Background: an optimization exercise with open tools, aiming at small area, a short achievable clock period and few clock cycles per item. Do not read the settings as production practice.
At most, simulation tests tie the RTL to the original design; equivalence was not proved.
Power figures rest on the tool's default switching activity, not on a simulated workload.

Setup of 04-06:
==> flow/design.v <==
`default_nettype none
package kmpss_pkg;
	localparam int unsigned MAX_PATTERN_DEF    = 64;
	localparam int unsigned POSITION_WIDTH_DEF = 32;
	localparam logic [1:0] STAT_BUSY     = 2'd0;
	localparam logic [1:0] STAT_FOUND    = 2'd1;
	localparam logic [1:0] STAT_NOTFOUND = 2'd2;
	localparam logic [1:0] STAT_OVERFLOW = 2'd3;
	localparam logic [1:0] SRCH_FRESH    = 2'd3;
endpackage
`default_nettype wire
`default_nettype none
module kmp_substring_search_core #(
	parameter int unsigned MAX_PATTERN    = kmpss_pkg::MAX_PATTERN_DEF,
	parameter int unsigned POSITION_WIDTH = kmpss_pkg::POSITION_WIDTH_DEF
) (
	input  wire logic        clk,
	input  wire logic        arst_n,
	input  wire logic        s_tvalid,
	output logic             s_tready,
	input  wire logic [7:0]  s_tdata,   
	input  wire logic [1:0]  s_tuser,   
	input  wire logic        s_tlast,
	output logic             m_tvalid,
	input  wire logic        m_tready,
	output logic [39:0]      m_tdata    
);
	localparam int unsigned N  = MAX_PATTERN;
	localparam int unsigned LW = $clog2(N + 1);
	localparam int unsigned PW = POSITION_WIDTH;
	logic          iv_q;
	logic          ifunc_q;
	logic          ifirst_q;
	logic          ilast_q;
	logic [7:0]    ibyte_q;
	logic          eq0_q;       
	logic          rdy_q;
	logic          en_q;        
	logic          qen_q;       
	logic [PW-1:0] pos_q;       
	logic [8*N-1:0] q_q;         
	logic [N-1:1]   a_q;
	logic [LW-1:0]  len_q;
	logic [1:0]     st_q;
	logic [PW-1:0]  d_q;
	logic          ov_q;
	logic [1:0]    ostat_q;
	logic          o2v_q;
	logic [1:0]    o2stat_q;
	logic          rs;
	logic [1:0]    s_eff;
	logic          full;
	logic [N:0]    t;
	logic [N-1:0]  eq;
	logic [N:1]    a_eff;
	logic [N-1:1]  a_nxt;
	logic          found;
	logic [1:0]    res;
	logic          en;
	logic          acc;
	logic          pop;
	logic          iv_n;
	logic          ifunc_n;
	logic          ifirst_n;
	logic [1:0]    st_n;
	logic          ov_n;
	logic [1:0]    ostat_n;
	logic          o2v_n;
	logic [1:0]    o2stat_n;
	logic          en_n;
	logic          fp_n;
	logic          fresh_n;
	logic [LW-1:0] len_n;
	logic          full_n;
	logic [PW-1:0] d_n;
	always_comb begin
		rs    = ifirst_q || (st_q == kmpss_pkg::SRCH_FRESH);
		s_eff = rs ? kmpss_pkg::STAT_BUSY : st_q;
		full  = !ifirst_q && (len_q == LW'(N));
		for (int k = 0; k <= N; k++) begin
			t[k] = (LW'(k) >= len_q);
		end
		eq[0] = eq0_q;
		for (int k = 1; k < N; k++) begin
			eq[k] = (ibyte_q == q_q[8*k +: 8]);
		end
		for (int k = 1; k < N; k++) begin
			a_eff[k] = rs ? t[k] : a_q[k];
		end
		a_eff[N] = 1'b1;
		for (int k = 1; k < N; k++) begin
			a_nxt[k] = t[k] || (a_eff[k+1] && eq[k]);
		end
		found = a_eff[1] && eq[0];
		if (!ifunc_q) begin
			res = full ? kmpss_pkg::STAT_OVERFLOW : kmpss_pkg::STAT_BUSY;
			st_n = kmpss_pkg::SRCH_FRESH;
		end else begin
			if (s_eff != kmpss_pkg::STAT_BUSY) begin
				res = s_eff;
			end else if (len_q == '0 || found) begin
				res = kmpss_pkg::STAT_FOUND;
			end else if (ilast_q) begin
				res = kmpss_pkg::STAT_NOTFOUND;
			end else begin
				res = kmpss_pkg::STAT_BUSY;
			end
			st_n = res;
		end
		en  = en_q;
		acc = s_tvalid && rdy_q;
		pop = ov_q && m_tready;
		if (!en) begin
			st_n = st_q;
		end
		ov_n     = ov_q;
		ostat_n  = ostat_q;
		o2v_n    = o2v_q;
		o2stat_n = o2stat_q;
		if (pop || !ov_q) begin
			if (o2v_q) begin
				ov_n    = 1'b1;
				ostat_n = o2stat_q;
				o2v_n   = 1'b0;
			end else begin
				ov_n = en;
				if (en) begin
					ostat_n = res;
				end
			end
		end else if (en) begin
			o2v_n    = 1'b1;
			o2stat_n = res;
		end
		fp_n = (ov_n && ostat_n == kmpss_pkg::STAT_FOUND) ||
		       (o2v_n && o2stat_n == kmpss_pkg::STAT_FOUND);
		fresh_n = en ? !ifunc_q : (st_q == kmpss_pkg::SRCH_FRESH);
		iv_n     = acc || (iv_q && !en);
		ifunc_n  = acc ? s_tuser[0] : ifunc_q;
		ifirst_n = acc ? s_tuser[1] : ifirst_q;
		en_n = iv_n && !o2v_n &&
		       !(ifunc_n && (ifirst_n || fresh_n) && fp_n);
		len_n = len_q;
		if (en && !ifunc_q && !full) begin
			len_n = ifirst_q ? LW'(1) : len_q + LW'(1);
		end
		full_n = !ifirst_n && (len_n == LW'(N));
		d_n = d_q;
		if (en && ifunc_q && s_eff == kmpss_pkg::STAT_BUSY) begin
			if (len_q == '0) begin
				d_n = '0;
			end else if (rs) begin
				d_n = PW'(1) - PW'(len_q);
			end else begin
				d_n = d_q + PW'(1);
			end
		end
	end
	always_ff @(posedge clk or negedge arst_n) begin
		if (!arst_n) begin
			iv_q   <= 1'b0;
			rdy_q  <= 1'b0;
			ov_q   <= 1'b0;
			o2v_q  <= 1'b0;
			st_q   <= kmpss_pkg::SRCH_FRESH;
			len_q  <= '0;
			en_q   <= 1'b0;
			qen_q  <= 1'b0;
		end else begin
			iv_q  <= iv_n;
			rdy_q <= !iv_n || en_n;
			ov_q  <= ov_n;
			o2v_q <= o2v_n;
			st_q  <= st_n;
			len_q <= len_n;
			en_q  <= en_n;
			qen_q <= en_n && !ifunc_n && !full_n;
		end
	end
	always_ff @(posedge clk) begin
		if (acc) begin
			ifunc_q  <= s_tuser[0];
			ifirst_q <= s_tuser[1];
			ilast_q  <= s_tlast;
			ibyte_q  <= s_tdata;
			eq0_q    <= (s_tdata == (qen_q ? ibyte_q : q_q[7:0]));
		end
		ostat_q  <= ostat_n;
		pos_q    <= (ostat_n == kmpss_pkg::STAT_FOUND) ? d_n : '0;
		d_q      <= d_n;
		o2stat_q <= o2stat_n;
		if (qen_q) begin
			q_q <= {q_q[8*N-9:0], ibyte_q};
		end
		if (en) begin
			if (ifunc_q) begin
				a_q <= a_nxt;
			end
		end
	end
	assign s_tready = rdy_q;
	assign m_tvalid = ov_q;
	assign m_tdata  = {6'b0, pos_q, ostat_q};
endmodule
`default_nettype wire
==> flow/config.mk <==
export PLATFORM = sky130hd
export DESIGN_NAME = kmp_substring_search_core
export DESIGN_NICKNAME = kmp_substring_search_core
export VERILOG_FILES = /design/flow/design.v
export SDC_FILE = /design/flow/constraint.sdc
export NUM_CORES = 4
export LEC_CHECK = 0
export ABC_AREA = 1
export CAP_MARGIN = 20
export CORE_MARGIN = 2
export CORE_UTILIZATION = 65
export CTS_CLUSTER_DIAMETER = 100
export CTS_CLUSTER_SIZE = 28
export PLACE_DENSITY = 0.75
export SETUP_SLACK_MARGIN = 3.6
export SLEW_MARGIN = 20
==> flow/constraint.sdc <==
create_clock -name core_clock -period 6.0 [get_ports {clk}]
set_input_delay 1.2000 -clock core_clock [delete_from_list [all_inputs] [get_ports {clk}]]
set_output_delay 1.2000 -clock core_clock [all_outputs]
set_load 0.01 [all_outputs]
run.sh (not shown) runs the stock make flow with config.mk's settings and CLKGATE_MAP_FILE= SYNTH_SCRIPT=/design/flow/synth_recipe.tcl, a recipe that flattens the netlist after the stock synthesis.
Testbench counts of 04-06, summed over its fixed seeds: cycles 25,255, items 25,187.
### 04-06 -> 12-18
diff --git a/flow/design.v b/flow/design.v
--- a/flow/design.v
+++ b/flow/design.v
@@ -85,7 +85,7 @@
 			eq[k] = (ibyte_q == q_q[8*k +: 8]);
 		end
 		for (int k = 1; k < N; k++) begin
-			a_eff[k] = rs ? t[k] : a_q[k];
+			a_eff[k] = t[k] || (a_q[k] && !ifirst_q);
 		end
 		a_eff[N] = 1'b1;
 		for (int k = 1; k < N; k++) begin
@@ -193,9 +193,7 @@
 			q_q <= {q_q[8*N-9:0], ibyte_q};
 		end
 		if (en) begin
-			if (ifunc_q) begin
-				a_q <= a_nxt;
-			end
+			a_q <= ifunc_q ? a_nxt : '0;
 		end
 	end
 	assign s_tready = rdy_q;
==> comparison <==
12-18: done, clean on timing, DRC and antenna. 12-18 has xor and xnor area share after synthesis below what 04-06 had. Summary of 12-18 over 04-06: number of multi-input combinational cells now larger, total power per unit cell area up 2.1%. Combinational family with the most area after synthesis = simple AND/OR/NAND/NOR gates: 12-18; combinational family with the most area after synthesis = XOR/XNOR gates: 04-06. Sort 12-18 and 04-06 by pin count of the biggest net entering global routing asc -> top: 04-06. When 12-18 is set beside 04-06, its average cell area after synthesis turns out to be about 5% smaller. Looking at detailed-routing wirelength on met1, 12-18 sits 2.8% lower than 04-06 does. Compared with 04-06, 12-18 shows post-route non-filler standard cell count higher by 156. Comparing 12-18 against 04-06, there is no change at all in number of clock buffers in the layout. Of the two candidates, 04-06 has the worse worst relative slew slack and 12-18 the better one. Global placement routability congestion: 12-18 vs 04-06 up 3.4%. 12-18 vs 04-06: maximum operating frequency down. The utilization of 12-18 and that of 04-06 are within noise of each other. 12-18: fraction of power consumed by sequential logic higher than 04-06.
Only the layout flow was run in 12-18; the RTL was not checked for function there.

port drivers added, routing unchanged:
How much do the figures lean on ideal ports? The routed layouts below were timed once more, with nothing changed but the port constraints. Step 1, drivers: a clkbuf_16 drives clk and a buf_2 each remaining input, both assumed. Step 2 times the ports against the registers' clock, not the clock port: input delays grow and output delays shrink by t, the midpoint of the rising clock arrivals with the driver on. Slacks: no drivers / after step 1 / after step 2; pairs: no drivers / after step 1.
| run | t, ns | slack for setup (ns) | worst setup path at the end | clock arrival spread, ns | worst data-port slew with drivers (ns) |
|---|---|---|---|---|---|
| 04-06 | 0.652 | 3.631 / 3.572 / 3.075 | input to register | 0.026 / 0.026 | 0.04 |
| 12-18 | 0.671 | 3.591 / 3.580 / 3.055 | input to register | 0.026 / 0.026 | 0.05 |
After both steps setup and hold are still met in every run listed. For 04-06, which loses most, drivers alone change the setup slack by -0.059 ns; drivers and shift together by -0.556 ns.
